Background: an optimization exercise with open tools, aiming at small area, a short achievable clock period and few clock cycles per item. Do not read the settings as production practice. Only simulation tests tie the RTL to the original design; equivalence was not proved.

==> inputs of 09-14 <==
==> flow/design.v <==
package rrts_pkg;
    localparam int TASK_ID_W = 4;
    localparam int SLEEP_MS_W = 31;
    localparam int TICK_MS_W = 10;
    localparam int NUM_IDS = 1 << TASK_ID_W;
    localparam logic [1:0] CMD_TICK  = 2'd0;
    localparam logic [1:0] CMD_SPAWN = 2'd1;
    localparam logic [1:0] CMD_YIELD = 2'd2;
    localparam logic [1:0] CMD_SLEEP = 2'd3;
    localparam logic [TICK_MS_W-1:0] MS_PER_TICK_RESET = 10'd10;
endpackage
module round_robin_task_scheduler_top #(
    parameter int MAX_TASKS = 16
) (
    input  logic                  clk,
    input  logic                  rst_n,
    input  logic                  cmd_valid,
    output logic                  cmd_ready,
    input  logic [1:0]            cmd_op,
    input  logic [rrts_pkg::TASK_ID_W-1:0]  cmd_task_id,
    input  logic [rrts_pkg::SLEEP_MS_W-1:0] cmd_sleep_ms,
    output logic                  res_valid,
    input  logic                  res_ready,
    output logic [rrts_pkg::TASK_ID_W-1:0]  res_running_task,
    output logic                  res_idle,
    input  logic                  cfg_valid,
    output logic                  cfg_ready,
    input  logic [rrts_pkg::TICK_MS_W-1:0]  cfg_ms_per_tick
);
    localparam int N  = 16;
    localparam int MW = rrts_pkg::SLEEP_MS_W;
    localparam int TW = rrts_pkg::TICK_MS_W;
    localparam int KW = TW + 2;
    function automatic logic [MW-1:0] add_ms(input logic [MW-1:0] x, input logic [MW-1:0] y,
                                             input logic cin);
        logic [MW-1:0] g, p, gg, pp;
        g  = x & y;
        p  = x ^ y;
        gg = g;
        gg[0] = g[0] | (p[0] & cin);
        pp = p;
        for (int d = 1; d < MW; d = d * 2)
        begin
            for (int i = MW - 1; i >= 0; i--)
            begin
                if (((i / d) % 2) == 1)
                begin
                    gg[i] = gg[i] | (pp[i] & gg[(i / d) * d - 1]);
                    pp[i] = pp[i] & pp[(i / d) * d - 1];
                end
            end
        end
        add_ms = p ^ {gg[MW-2:0], cin};
    endfunction
    function automatic logic le_k(input logic [KW-1:0] a, input logic [KW-1:0] b);
        logic [15:0] gt, eq;
        gt = 16'(a & ~b);
        eq = {{(16 - KW){1'b1}}, ~(a ^ b)};
        for (int d = 1; d < 16; d = d * 2)
        begin
            for (int i = 0; i < 16; i = i + 2 * d)
            begin
                gt[i] = gt[i + d] | (eq[i + d] & gt[i]);
                eq[i] = eq[i + d] & eq[i];
            end
        end
        le_k = !gt[0];
    endfunction
    logic           a_valid;
    logic           a_tick, a_spawn, a_yield, a_sleep;
    logic           cmd_rdy_q;
    logic           fire_q;
    logic           a_inlist;        
    logic           a_le1;           
    logic           a_le2;           
    logic           idle_q;
    logic           rdy_nz;
    logic [3:0]     a_id;
    logic [MW-1:0]  a_ms;
    logic [N-1:0]   rdy, slp, run_oh;
    logic [3:0]     run_id;
    logic [N-1:0]   ex;
    logic [N-1:0]   due;             
    logic [2:0]     cnt [N];
    logic [N-1:0]   bef_q [N];       
    logic [MW-1:0]  elapsed;
    logic [MW-1:0]  ring [N];
    logic [3:0]     ph;
    logic           w_v;             
    logic [3:0]     w_pos;
    logic [MW-1:0]  w_dl;
    logic [TW-1:0]  mpt;
    logic [KW-1:0]  mul3;
    logic           cfg_chg;         
    logic           amb_q;
    logic           e1_v, e1_t, e1_hi0;
    logic [3:0]     e1_id;
    logic [KW-1:0]  e1_lo;
    logic           e2_v;
    logic [1:0]     e2_t;
    logic [3:0]     e2_id;
    logic [4:1]     e2_le;
    logic           f_v0, f_v1;
    logic [4:0]     f0, f1;
    logic           is_tick, is_spawn, is_yield, is_sleep;
    logic           idle;
    logic [N-1:0]   id_oh;
    logic [N-1:0]   c_one, c_two;
    logic           fire;
    logic           f_pop;
    logic [N-1:0]   wake;
    logic           spawn_ok, sleep_ok, rot;
    logic [N-1:0]   q;
    logic [N-1:0]   head;
    logic [3:0]     head_id;
    logic [N-1:0]   mv, m2;
    logic           tk;
    assign is_tick  = a_tick;
    assign is_spawn = a_spawn;
    assign is_yield = a_yield;
    assign is_sleep = a_sleep;
    assign idle     = idle_q;
    always_comb
    begin
        for (int i = 0; i < N; i++)
        begin
            id_oh[i] = (a_id == 4'(i));
            c_one[i] = (cnt[i] == 3'd1);
            c_two[i] = (cnt[i] == 3'd2);
        end
    end
    assign fire  = fire_q;
    assign cmd_ready = cmd_rdy_q;
    assign tk       = fire && is_tick;
    assign wake     = slp & due;
    assign spawn_ok = fire && is_spawn && !a_inlist;
    assign sleep_ok = fire && is_sleep && !idle;
    assign rot      = fire && (is_tick || is_yield || (is_sleep && !idle));
    always_comb
    begin
        if (is_tick)
            q = rdy_nz ? rdy : wake;
        else if (is_sleep)
            q = rdy & ~run_oh;
        else
            q = rdy;
    end
    function automatic logic bef(input int i, input int j);
        if (i < j)      bef = bef_q[i][j];
        else if (i > j) bef = !bef_q[j][i];
        else            bef = 1'b0;
    endfunction
    always_comb
    begin
        for (int i = 0; i < N; i++)
        begin
            head[i] = q[i];
            for (int j = 0; j < N; j++)
            begin
                if (j != i)
                begin
                    head[i] = head[i] & (!q[j] || bef(i, j));
                end
            end
        end
        head_id = '0;
        for (int i = 0; i < N; i++)
        begin
            if (head[i]) head_id = head_id | 4'(i);
        end
    end
    assign mv = spawn_ok ? id_oh : (sleep_ok ? run_oh : (tk ? wake : '0));
    assign m2 = rot ? head : '0;
    logic [KW:0]    rem_lo;
    logic [MW-KW-1:0] el_hi1;
    logic           rem_hi0;
    logic [KW-1:0]  mul1, mul2, mul4;
    logic           le1, le2, le3, le4;
    logic [2:0]     e2_c0, e2_c1, e2_c2, e2_cnt;
    logic           e2_ex, e2_due;
    logic [N-1:0]   e1_oh;
    logic [N-1:0]   e2_we;
    logic [N-1:0]   amb_n;
    logic           ms_le1;
    logic [3:0]     wpos;
    logic [MW-1:0]  dl_new;
    assign mul1 = KW'(mpt);
    assign mul2 = KW'(mpt) << 1;
    assign mul4 = KW'(mpt) << 2;
    assign rem_lo  = {1'b0, ring[0][KW-1:0]} - {1'b0, elapsed[KW-1:0]};
    assign el_hi1  = elapsed[MW-1:KW] + 1'b1;
    assign rem_hi0 = rem_lo[KW] ? (ring[0][MW-1:KW] == el_hi1)
                                : (ring[0][MW-1:KW] == elapsed[MW-1:KW]);
    assign le1    = e1_hi0 && le_k(e1_lo, mul1);
    assign le2    = e1_hi0 && le_k(e1_lo, mul2);
    assign le3    = e1_hi0 && le_k(e1_lo, mul3);
    assign le4    = e1_hi0 && le_k(e1_lo, mul4);
    assign e2_ex  = e2_le[4];
    logic [2:0]     e3_c [4];
    logic [3:0]     e3_due;
    logic [2:0]     e3_ca, e3_cb;
    logic           e3_da, e3_db;
    always_comb
    begin
        for (int d = 0; d < 4; d++)
        begin
            if (e2_le[1])      e3_c[d] = 3'(1 - d);
            else if (e2_le[2]) e3_c[d] = 3'(2 - d);
            else if (e2_le[3]) e3_c[d] = 3'(3 - d);
            else if (e2_le[4]) e3_c[d] = 3'(4 - d);
            else               e3_c[d] = 3'(5 - d);
            e3_due[d] = e2_le[d + 1] && ((d == 0) || !e2_le[d]);
        end
    end
    assign e3_ca  = e3_c[e2_t];
    assign e3_cb  = e3_c[e2_t + 2'd1];
    assign e3_da  = e3_due[e2_t];
    assign e3_db  = e3_due[e2_t + 2'd1];
    assign e2_cnt = tk ? e3_cb : e3_ca;
    assign e2_due = tk ? e3_db : e3_da;
    assign ms_le1  = a_le1;
    assign wpos    = run_id - ph - 4'd2;
    assign dl_new  = add_ms(elapsed, a_ms, 1'b0);
    always_comb
    begin
        for (int i = 0; i < N; i++)
        begin
            e1_oh[i] = (e2_id == 4'(i));
        end
    end
    assign e2_we = {N{e2_v}} & e1_oh & slp & ~(wake & {N{tk}});
    assign amb_n = ({N{cfg_chg}} & slp)
                 | (slp & ~ex & ~e2_we & (tk ? c_two : c_one));
    logic [4:0]     res_new;
    logic           f_v0_n, f_v1_n;
    logic           a_valid_n, a_tick_n, amb_any, fire_n;
    logic [N-1:0]   cid_oh;
    logic [N-1:0]   rdy_n, slp_n;
    assign f_pop   = f_v0 && res_ready;
    assign res_new = rot ? {(q == '0), head_id} : {idle, run_id};
    assign f_v0_n  = fire || f_v1 || (f_v0 && !f_pop);
    assign f_v1_n  = (f_v1 && !f_pop) || (fire && f_v0 && !f_pop);
    assign a_valid_n = cmd_rdy_q ? cmd_valid : a_valid;
    assign a_tick_n  = cmd_rdy_q ? (cmd_op == rrts_pkg::CMD_TICK) : a_tick;
    assign amb_any   = |amb_n;
    assign fire_n    = a_valid_n && !f_v1_n && !(a_tick_n && amb_any);
    always_comb
    begin
        for (int i = 0; i < N; i++)
        begin
            cid_oh[i] = (cmd_task_id == 4'(i));
        end
    end
    always_comb
    begin
        rdy_n = rdy;
        slp_n = slp;
        if (spawn_ok)
        begin
            rdy_n = rdy | id_oh;
        end
        else if (sleep_ok)
        begin
            rdy_n = rdy & ~run_oh;
            slp_n = slp | run_oh;
        end
        else if (tk)
        begin
            rdy_n = rdy | wake;
            slp_n = slp & ~wake;
        end
    end
    assign res_valid        = f_v0;
    assign res_running_task = f0[3:0];
    assign res_idle         = f0[4];
    assign cfg_ready        = 1'b1;
    always_ff @(posedge clk or negedge rst_n)
    begin
        if (!rst_n)
        begin
            a_valid <= 1'b0;
            rdy     <= '0;
            slp     <= '0;
            run_oh  <= '0;
            run_id  <= '0;
            ph      <= '0;
            mpt     <= rrts_pkg::MS_PER_TICK_RESET;
            mul3    <= KW'(3 * rrts_pkg::MS_PER_TICK_RESET);
            cfg_chg <= 1'b0;
            amb_q   <= 1'b0;
            e1_v    <= 1'b0;
            e2_v    <= 1'b0;
            w_v     <= 1'b0;
            f_v0    <= 1'b0;
            f_v1    <= 1'b0;
            cmd_rdy_q <= 1'b1;
            fire_q  <= 1'b0;
            idle_q  <= 1'b1;
            rdy_nz  <= 1'b0;
        end
        else
        begin
            a_valid <= a_valid_n;
            rdy     <= rdy_n;
            slp     <= slp_n;
            rdy_nz  <= (rdy_n != '0);
            if (rot)
            begin
                run_oh <= head;
                run_id <= head_id;
                idle_q <= (q == '0);
            end
            ph <= ph + 4'd1;
            cfg_chg <= cfg_valid && (cfg_ms_per_tick != mpt);
            if (cfg_valid)
            begin
                mpt  <= cfg_ms_per_tick;
                mul3 <= (KW'(cfg_ms_per_tick) << 1) + KW'(cfg_ms_per_tick);
            end
            amb_q <= |amb_n;
            e1_v  <= sleep_ok || (slp[ph] && !(tk && wake[ph]) && !(w_v && w_pos == 4'd15));
            w_v   <= sleep_ok;
            e2_v  <= e1_v;
            f_v0  <= f_v0_n;
            f_v1  <= f_v1_n;
            cmd_rdy_q <= !a_valid_n || fire_n;
            fire_q  <= fire_n;
        end
    end
    always_ff @(posedge clk)
    begin
        if (cmd_ready)
        begin
            a_tick  <= (cmd_op == rrts_pkg::CMD_TICK);
            a_spawn <= (cmd_op == rrts_pkg::CMD_SPAWN);
            a_yield <= (cmd_op == rrts_pkg::CMD_YIELD);
            a_sleep <= (cmd_op == rrts_pkg::CMD_SLEEP);
            a_inlist <= |(cid_oh & (rdy_n | slp_n));
            a_le1   <= (cmd_sleep_ms[MW-1:TW] == '0) && (cmd_sleep_ms[TW-1:0] <= mpt);
            a_le2   <= (cmd_sleep_ms[MW-1:TW+1] == '0) && (cmd_sleep_ms[TW:0] <= {mpt, 1'b0});
            a_id <= cmd_task_id;
            a_ms <= cmd_sleep_ms;
        end
        if (tk)
        begin
            elapsed <= add_ms(elapsed, MW'(mpt), 1'b0);
        end
        e1_t <= tk;
        e2_t  <= {1'b0, e1_t} + {1'b0, tk};
        e2_id <= e1_id;
        e2_le <= {le4, le3, le2, le1};
        if (sleep_ok)
        begin
            e1_id  <= run_id;
            e1_hi0 <= (a_ms[MW-1:KW] == '0);
            e1_lo  <= a_ms[KW-1:0];
        end
        else
        begin
            e1_id  <= ph;
            e1_hi0 <= rem_hi0;
            e1_lo  <= rem_lo[KW-1:0];
        end
        w_pos <= wpos;
        w_dl  <= dl_new;
        for (int p = 0; p < N; p++)
        begin
            if (w_v && w_pos == 4'(p))
                ring[p] <= w_dl;
            else
                ring[p] <= ring[(p + 1) % N];
        end
        for (int i = 0; i < N; i++)
        begin
            if (sleep_ok && run_oh[i])
            begin
                cnt[i] <= ms_le1 ? 3'd1 : (a_le2 ? 3'd2 : 3'd3);
                ex[i]  <= a_le2;
                due[i] <= ms_le1;
            end
            else if (cfg_chg)
            begin
                cnt[i] <= 3'd1;
                ex[i]  <= 1'b0;
                due[i] <= 1'b0;
            end
            else if (e2_we[i])
            begin
                cnt[i] <= e2_cnt;
                ex[i]  <= e2_ex;
                due[i] <= e2_due;
            end
            else if (tk && slp[i])
            begin
                cnt[i] <= cnt[i] - 3'd1;
                due[i] <= ex[i] && c_two[i];
            end
        end
        for (int i = 0; i < N; i++)
        begin
            for (int j = i + 1; j < N; j++)
            begin
                if (m2[j])
                    bef_q[i][j] <= 1'b1;
                else if (m2[i])
                    bef_q[i][j] <= 1'b0;
                else if (mv[j] && !mv[i])
                    bef_q[i][j] <= 1'b1;
                else if (mv[i] && !mv[j])
                    bef_q[i][j] <= 1'b0;
            end
        end
        if (fire && (!f_v0 || f_pop))
            f0 <= res_new;
        else if (f_pop && f_v1)
            f0 <= f1;
        if (fire && f_v0 && !f_pop)
            f1 <= res_new;
    end
endmodule
==> flow/run.sh <==
#!/bin/bash
# synth_recipe.tcl (not shown) runs the flow's synth.tcl, then flattens the netlist and writes it again
# the make line also repeats each setting of config.mk as NAME=value (left out here)
make -C /OpenROAD-flow-scripts/flow DESIGN_CONFIG=/design/flow/config.mk WORK_HOME=/design/flow/orfs CLKGATE_MAP_FILE= SYNTH_SCRIPT=/design/flow/synth_recipe.tcl finish
==> flow/config.mk <==
export PLATFORM = sky130hd
export DESIGN_NAME = round_robin_task_scheduler_top
export DESIGN_NICKNAME = round_robin_task_scheduler_top
export VERILOG_FILES = /design/flow/design.v
export SDC_FILE = /design/flow/constraint.sdc
export NUM_CORES = 4
export LEC_CHECK = 0
export ABC_AREA = 1
export CAP_MARGIN = 20
export CORE_MARGIN = 2
export CORE_UTILIZATION = 45
export CTS_CLUSTER_DIAMETER = 60
export CTS_CLUSTER_SIZE = 24
export PLACE_DENSITY = 0.65
export SETUP_SLACK_MARGIN = 3.9
export SLEW_MARGIN = 20
==> flow/constraint.sdc <==
create_clock -name core_clock -period 6.5 [get_ports {clk}]
set_input_delay 1.3000 -clock core_clock [delete_from_list [all_inputs] [get_ports {clk}]]
set_output_delay 1.3000 -clock core_clock [all_outputs]
set_load 0.01 [all_outputs]
==> 09-22 (differences from 09-14) <==
--- a/flow/design.v
+++ b/flow/design.v
@@ -72,3 +72,4 @@
     logic           fire_q;
-    logic           a_inlist;        
+    logic           a_hold_q;        
+    logic           tk_q, sp_q, sl_q, rot_q;
     logic           a_le1;           
@@ -96,2 +97,3 @@
     logic           e1_v, e1_t, e1_hi0;
+    logic           e1_eq0, e1_eq1, e1_bw;
     logic [3:0]     e1_id;
@@ -133,7 +135,7 @@
     assign cmd_ready = cmd_rdy_q;
-    assign tk       = fire && is_tick;
+    assign tk       = tk_q;
     assign wake     = slp & due;
-    assign spawn_ok = fire && is_spawn && !a_inlist;
-    assign sleep_ok = fire && is_sleep && !idle;
-    assign rot      = fire && (is_tick || is_yield || (is_sleep && !idle));
+    assign spawn_ok = sp_q;
+    assign sleep_ok = sl_q;
+    assign rot      = rot_q;
     always_comb
@@ -175,3 +177,3 @@
     logic [MW-KW-1:0] el_hi1;
-    logic           rem_hi0;
+    logic           rem_eq0, rem_eq1;
     logic [KW-1:0]  mul1, mul2, mul4;
@@ -191,4 +193,5 @@
     assign el_hi1  = elapsed[MW-1:KW] + 1'b1;
-    assign rem_hi0 = rem_lo[KW] ? (ring[0][MW-1:KW] == el_hi1)
-                                : (ring[0][MW-1:KW] == elapsed[MW-1:KW]);
+    assign rem_eq1 = (ring[0][MW-1:KW] == el_hi1);
+    assign rem_eq0 = (ring[0][MW-1:KW] == elapsed[MW-1:KW]);
+    assign e1_hi0  = e1_bw ? e1_eq1 : e1_eq0;
     assign le1    = e1_hi0 && le_k(e1_lo, mul1);
@@ -222,3 +225,3 @@
     assign wpos    = run_id - ph - 4'd2;
-    assign dl_new  = add_ms(elapsed, a_ms, 1'b0);
+    assign dl_new  = elapsed + a_ms;
     always_comb
@@ -236,3 +239,4 @@
     logic           a_valid_n, a_tick_n, amb_any, fire_n;
-    logic [N-1:0]   cid_oh;
+    logic           a_spawn_n, a_yield_n, a_sleep_n, inlist_n, idle_n;
+    logic [3:0]     id_n;
     logic [N-1:0]   rdy_n, slp_n;
@@ -242,4 +246,10 @@
     assign f_v1_n  = (f_v1 && !f_pop) || (fire && f_v0 && !f_pop);
-    assign a_valid_n = cmd_rdy_q ? cmd_valid : a_valid;
-    assign a_tick_n  = cmd_rdy_q ? (cmd_op == rrts_pkg::CMD_TICK) : a_tick;
+    assign a_valid_n = !a_hold_q ? cmd_valid : a_valid;
+    assign a_tick_n  = !a_hold_q ? (cmd_op == rrts_pkg::CMD_TICK) : a_tick;
+    assign a_spawn_n = !a_hold_q ? (cmd_op == rrts_pkg::CMD_SPAWN) : a_spawn;
+    assign a_yield_n = !a_hold_q ? (cmd_op == rrts_pkg::CMD_YIELD) : a_yield;
+    assign a_sleep_n = !a_hold_q ? (cmd_op == rrts_pkg::CMD_SLEEP) : a_sleep;
+    assign id_n      = !a_hold_q ? cmd_task_id : a_id;
+    assign inlist_n  = rdy_n[id_n] || slp_n[id_n];
+    assign idle_n    = rot ? (q == '0) : idle_q;
     assign amb_any   = |amb_n;
@@ -248,9 +258,2 @@
     begin
-        for (int i = 0; i < N; i++)
-        begin
-            cid_oh[i] = (cmd_task_id == 4'(i));
-        end
-    end
-    always_comb
-    begin
         rdy_n = rdy;
@@ -289,2 +292,3 @@
             cfg_chg <= 1'b0;
+            elapsed <= '0;
             amb_q   <= 1'b0;
@@ -294,5 +298,11 @@
             f_v0    <= 1'b0;
+            f0      <= '0;
             f_v1    <= 1'b0;
-            cmd_rdy_q <= 1'b1;
+            cmd_rdy_q <= 1'b0;       
             fire_q  <= 1'b0;
+            a_hold_q <= 1'b1;
+            tk_q    <= 1'b0;
+            sp_q    <= 1'b0;
+            sl_q    <= 1'b0;
+            rot_q   <= 1'b0;
             idle_q  <= 1'b1;
@@ -310,5 +320,9 @@
                 run_id <= head_id;
-                idle_q <= (q == '0);
             end
+            idle_q  <= idle_n;
             ph <= ph + 4'd1;
+            if (tk)
+            begin
+                elapsed <= elapsed + MW'(mpt);
+            end
             cfg_chg <= cfg_valid && (cfg_ms_per_tick != mpt);
@@ -324,2 +338,6 @@
             f_v0  <= f_v0_n;
+            if (fire && (!f_v0 || f_pop))
+                f0 <= res_new;
+            else if (f_pop && f_v1)
+                f0 <= f1;
             f_v1  <= f_v1_n;
@@ -327,2 +345,7 @@
             fire_q  <= fire_n;
+            a_hold_q <= a_valid_n && !fire_n;
+            tk_q    <= fire_n && a_tick_n;
+            sp_q    <= fire_n && a_spawn_n && !inlist_n;
+            sl_q    <= fire_n && a_sleep_n && !idle_n;
+            rot_q   <= fire_n && (a_tick_n || a_yield_n || (a_sleep_n && !idle_n));
         end
@@ -331,3 +354,3 @@
     begin
-        if (cmd_ready)
+        if (!a_hold_q)
         begin
@@ -337,3 +360,2 @@
             a_sleep <= (cmd_op == rrts_pkg::CMD_SLEEP);
-            a_inlist <= |(cid_oh & (rdy_n | slp_n));
             a_le1   <= (cmd_sleep_ms[MW-1:TW] == '0) && (cmd_sleep_ms[TW-1:0] <= mpt);
@@ -343,6 +365,2 @@
         end
-        if (tk)
-        begin
-            elapsed <= add_ms(elapsed, MW'(mpt), 1'b0);
-        end
         e1_t <= tk;
@@ -354,3 +372,5 @@
             e1_id  <= run_id;
-            e1_hi0 <= (a_ms[MW-1:KW] == '0);
+            e1_eq0 <= (a_ms[MW-1:KW] == '0);
+            e1_eq1 <= (a_ms[MW-1:KW] == '0);
+            e1_bw  <= 1'b0;
             e1_lo  <= a_ms[KW-1:0];
@@ -360,3 +380,5 @@
             e1_id  <= ph;
-            e1_hi0 <= rem_hi0;
+            e1_eq0 <= rem_eq0;
+            e1_eq1 <= rem_eq1;
+            e1_bw  <= rem_lo[KW];
             e1_lo  <= rem_lo[KW-1:0];
@@ -412,6 +434,2 @@
         end
-        if (fire && (!f_v0 || f_pop))
-            f0 <= res_new;
-        else if (f_pop && f_v1)
-            f0 <= f1;
         if (fire && f_v0 && !f_pop)
==> flow/flow/run.sh (new file) <==
#!/bin/bash
# The standard layout (standard.sh, unchanged synthesis and steps), except that clock
# tree synthesis adds no dummy loads to the clock tree and the port buffers are buf_2 cells.
# The whole ORFS run's output goes to standard.log here; ORFS keeps each step's own log
# under orfs/logs/.
set -euo pipefail
export CTS_ARGS="-sink_clustering_enable -repair_clock_nets -sink_clustering_size 24 -sink_clustering_max_diameter 60 -dont_use_dummy_load"
export BUFFER_PORTS_ARGS="-buffer_cell sky130_fd_sc_hd__buf_2"
bash standard.sh > standard.log 2>&1
==> flow/standard.sh (new file) <==
#!/bin/bash
# synth_recipe.tcl (not shown) runs the flow's synth.tcl, then flattens the netlist and writes it again
# the make line also repeats each setting of config.mk as NAME=value (left out here)
make -C /OpenROAD-flow-scripts/flow DESIGN_CONFIG=/design/flow/config.mk WORK_HOME=/design/flow/orfs CLKGATE_MAP_FILE= SYNTH_SCRIPT=/design/flow/synth_recipe.tcl "${@:-finish}"
CORE_UTILIZATION = 75   (was 45)
PLACE_DENSITY = 0.85   (was 0.65)
removed: flow/run.sh
==> 10-10 (differences from 09-14) <==
--- a/flow/design.v
+++ b/flow/design.v
@@ -72,3 +72,4 @@
     logic           fire_q;
-    logic           a_inlist;        
+    logic           a_hold_q;        
+    logic           tk_q, sp_q, sl_q, rot_q;
     logic           a_le1;           
@@ -133,7 +134,7 @@
     assign cmd_ready = cmd_rdy_q;
-    assign tk       = fire && is_tick;
+    assign tk       = tk_q;
     assign wake     = slp & due;
-    assign spawn_ok = fire && is_spawn && !a_inlist;
-    assign sleep_ok = fire && is_sleep && !idle;
-    assign rot      = fire && (is_tick || is_yield || (is_sleep && !idle));
+    assign spawn_ok = sp_q;
+    assign sleep_ok = sl_q;
+    assign rot      = rot_q;
     always_comb
@@ -222,3 +223,3 @@
     assign wpos    = run_id - ph - 4'd2;
-    assign dl_new  = add_ms(elapsed, a_ms, 1'b0);
+    assign dl_new  = elapsed + a_ms;
     always_comb
@@ -236,3 +237,4 @@
     logic           a_valid_n, a_tick_n, amb_any, fire_n;
-    logic [N-1:0]   cid_oh;
+    logic           a_spawn_n, a_yield_n, a_sleep_n, inlist_n, idle_n;
+    logic [3:0]     id_n;
     logic [N-1:0]   rdy_n, slp_n;
@@ -242,4 +244,10 @@
     assign f_v1_n  = (f_v1 && !f_pop) || (fire && f_v0 && !f_pop);
-    assign a_valid_n = cmd_rdy_q ? cmd_valid : a_valid;
-    assign a_tick_n  = cmd_rdy_q ? (cmd_op == rrts_pkg::CMD_TICK) : a_tick;
+    assign a_valid_n = !a_hold_q ? cmd_valid : a_valid;
+    assign a_tick_n  = !a_hold_q ? (cmd_op == rrts_pkg::CMD_TICK) : a_tick;
+    assign a_spawn_n = !a_hold_q ? (cmd_op == rrts_pkg::CMD_SPAWN) : a_spawn;
+    assign a_yield_n = !a_hold_q ? (cmd_op == rrts_pkg::CMD_YIELD) : a_yield;
+    assign a_sleep_n = !a_hold_q ? (cmd_op == rrts_pkg::CMD_SLEEP) : a_sleep;
+    assign id_n      = !a_hold_q ? cmd_task_id : a_id;
+    assign inlist_n  = rdy_n[id_n] || slp_n[id_n];
+    assign idle_n    = rot ? (q == '0) : idle_q;
     assign amb_any   = |amb_n;
@@ -248,9 +256,2 @@
     begin
-        for (int i = 0; i < N; i++)
-        begin
-            cid_oh[i] = (cmd_task_id == 4'(i));
-        end
-    end
-    always_comb
-    begin
         rdy_n = rdy;
@@ -289,2 +290,3 @@
             cfg_chg <= 1'b0;
+            elapsed <= '0;
             amb_q   <= 1'b0;
@@ -297,2 +299,7 @@
             fire_q  <= 1'b0;
+            a_hold_q <= 1'b0;
+            tk_q    <= 1'b0;
+            sp_q    <= 1'b0;
+            sl_q    <= 1'b0;
+            rot_q   <= 1'b0;
             idle_q  <= 1'b1;
@@ -310,5 +317,9 @@
                 run_id <= head_id;
-                idle_q <= (q == '0);
             end
+            idle_q  <= idle_n;
             ph <= ph + 4'd1;
+            if (tk)
+            begin
+                elapsed <= elapsed + MW'(mpt);
+            end
             cfg_chg <= cfg_valid && (cfg_ms_per_tick != mpt);
@@ -327,2 +338,7 @@
             fire_q  <= fire_n;
+            a_hold_q <= a_valid_n && !fire_n;
+            tk_q    <= fire_n && a_tick_n;
+            sp_q    <= fire_n && a_spawn_n && !inlist_n;
+            sl_q    <= fire_n && a_sleep_n && !idle_n;
+            rot_q   <= fire_n && (a_tick_n || a_yield_n || (a_sleep_n && !idle_n));
         end
@@ -331,3 +347,3 @@
     begin
-        if (cmd_ready)
+        if (!a_hold_q)
         begin
@@ -337,3 +353,2 @@
             a_sleep <= (cmd_op == rrts_pkg::CMD_SLEEP);
-            a_inlist <= |(cid_oh & (rdy_n | slp_n));
             a_le1   <= (cmd_sleep_ms[MW-1:TW] == '0) && (cmd_sleep_ms[TW-1:0] <= mpt);
@@ -343,6 +358,2 @@
         end
-        if (tk)
-        begin
-            elapsed <= add_ms(elapsed, MW'(mpt), 1'b0);
-        end
         e1_t <= tk;
==> out/qor.yml <==
drt_first_pass_iters: 6
crit_buf_inv: 2
seq_area_frac: 0.419
criticalPathCategory: "reg -> out"
synthCells: 5433
place_ws_ns: 2.69
status: "timing/DRC/antenna clean"
ir_drop_mv: 0.240
critical_path.cell_chain: "buf_12 > buf_6"
yosys.area_share.simple: 0.211
internal-power_w: 0.0132
die-area_mm2: 0.0985
[end of results for 09-14]
==> out/qor.yml <==
internal-power_w: 0.0141
ir_drop_mv: 0.253
criticalPathCategory: "reg -> out"
setup_viol: 0
status: "timing/DRC/antenna clean"
min_from: "e1_id[2]"
post-route-period-util: 0.416
seq_area_frac: 0.411
drt_first_pass_iters: 8
synthCells: 5641
die-area_mm2: 0.100
[end of results for 10-10]
==> out/qor.yml <==
status: "timing/DRC/antenna clean"
seq_area_frac: 0.444
grtUsageMet1: 0.541
criticalPathCategory: "reg -> reg"
ir_drop_mv: 0.358
drt_first_pass_iters: 8
multi_input_cells: 3729
place_ws_ns: 3.01
crit_buf_inv: 5
internal-power_w: 0.0124
[end of results for 09-22]
Testbench counts of 09-14, summed over its fixed seeds: cycles 13,116, items 12,800.
Testbench counts of 09-22, summed over its fixed seeds: cycles 13,116, items 12,800.
Testbench counts of 10-10, summed over its fixed seeds: cycles 13,116, items 12,800.

port drivers added, routing unchanged:
The flow's constraints put no driver on any port. The routed layouts listed below were extracted and timed again, unchanged, in two steps.
Step 1 (the two cells are an assumption about what drives the block):
set clk [get_ports {clk}]
set_driving_cell -lib_cell sky130_fd_sc_hd__clkbuf_16 $clk
set_driving_cell -lib_cell sky130_fd_sc_hd__buf_2 [delete_from_list [all_inputs] $clk]
Step 2 also shifts input and output timing later by t, the mid clock arrival at the registers, as if the neighbouring blocks saw the same clock.
a / b / c = no drivers / after step 1 / after step 2; a / b = the first two.
run | shift t [ns] | setup WS [ns] | pins driven straight from the clock port
09-14 | 0.737 | 3.748 / 3.674 / 3.258 | 1
09-22 | 0.691 | 3.872 / 3.846 / 3.399 | 1
10-10 | 0.726 | 3.797 / 3.728 / 3.309 | 1
After both steps every run listed still meets setup and hold. The setup slack of 09-14, which loses most, moves by -0.074 ns with the drivers and by -0.490 ns with both steps.
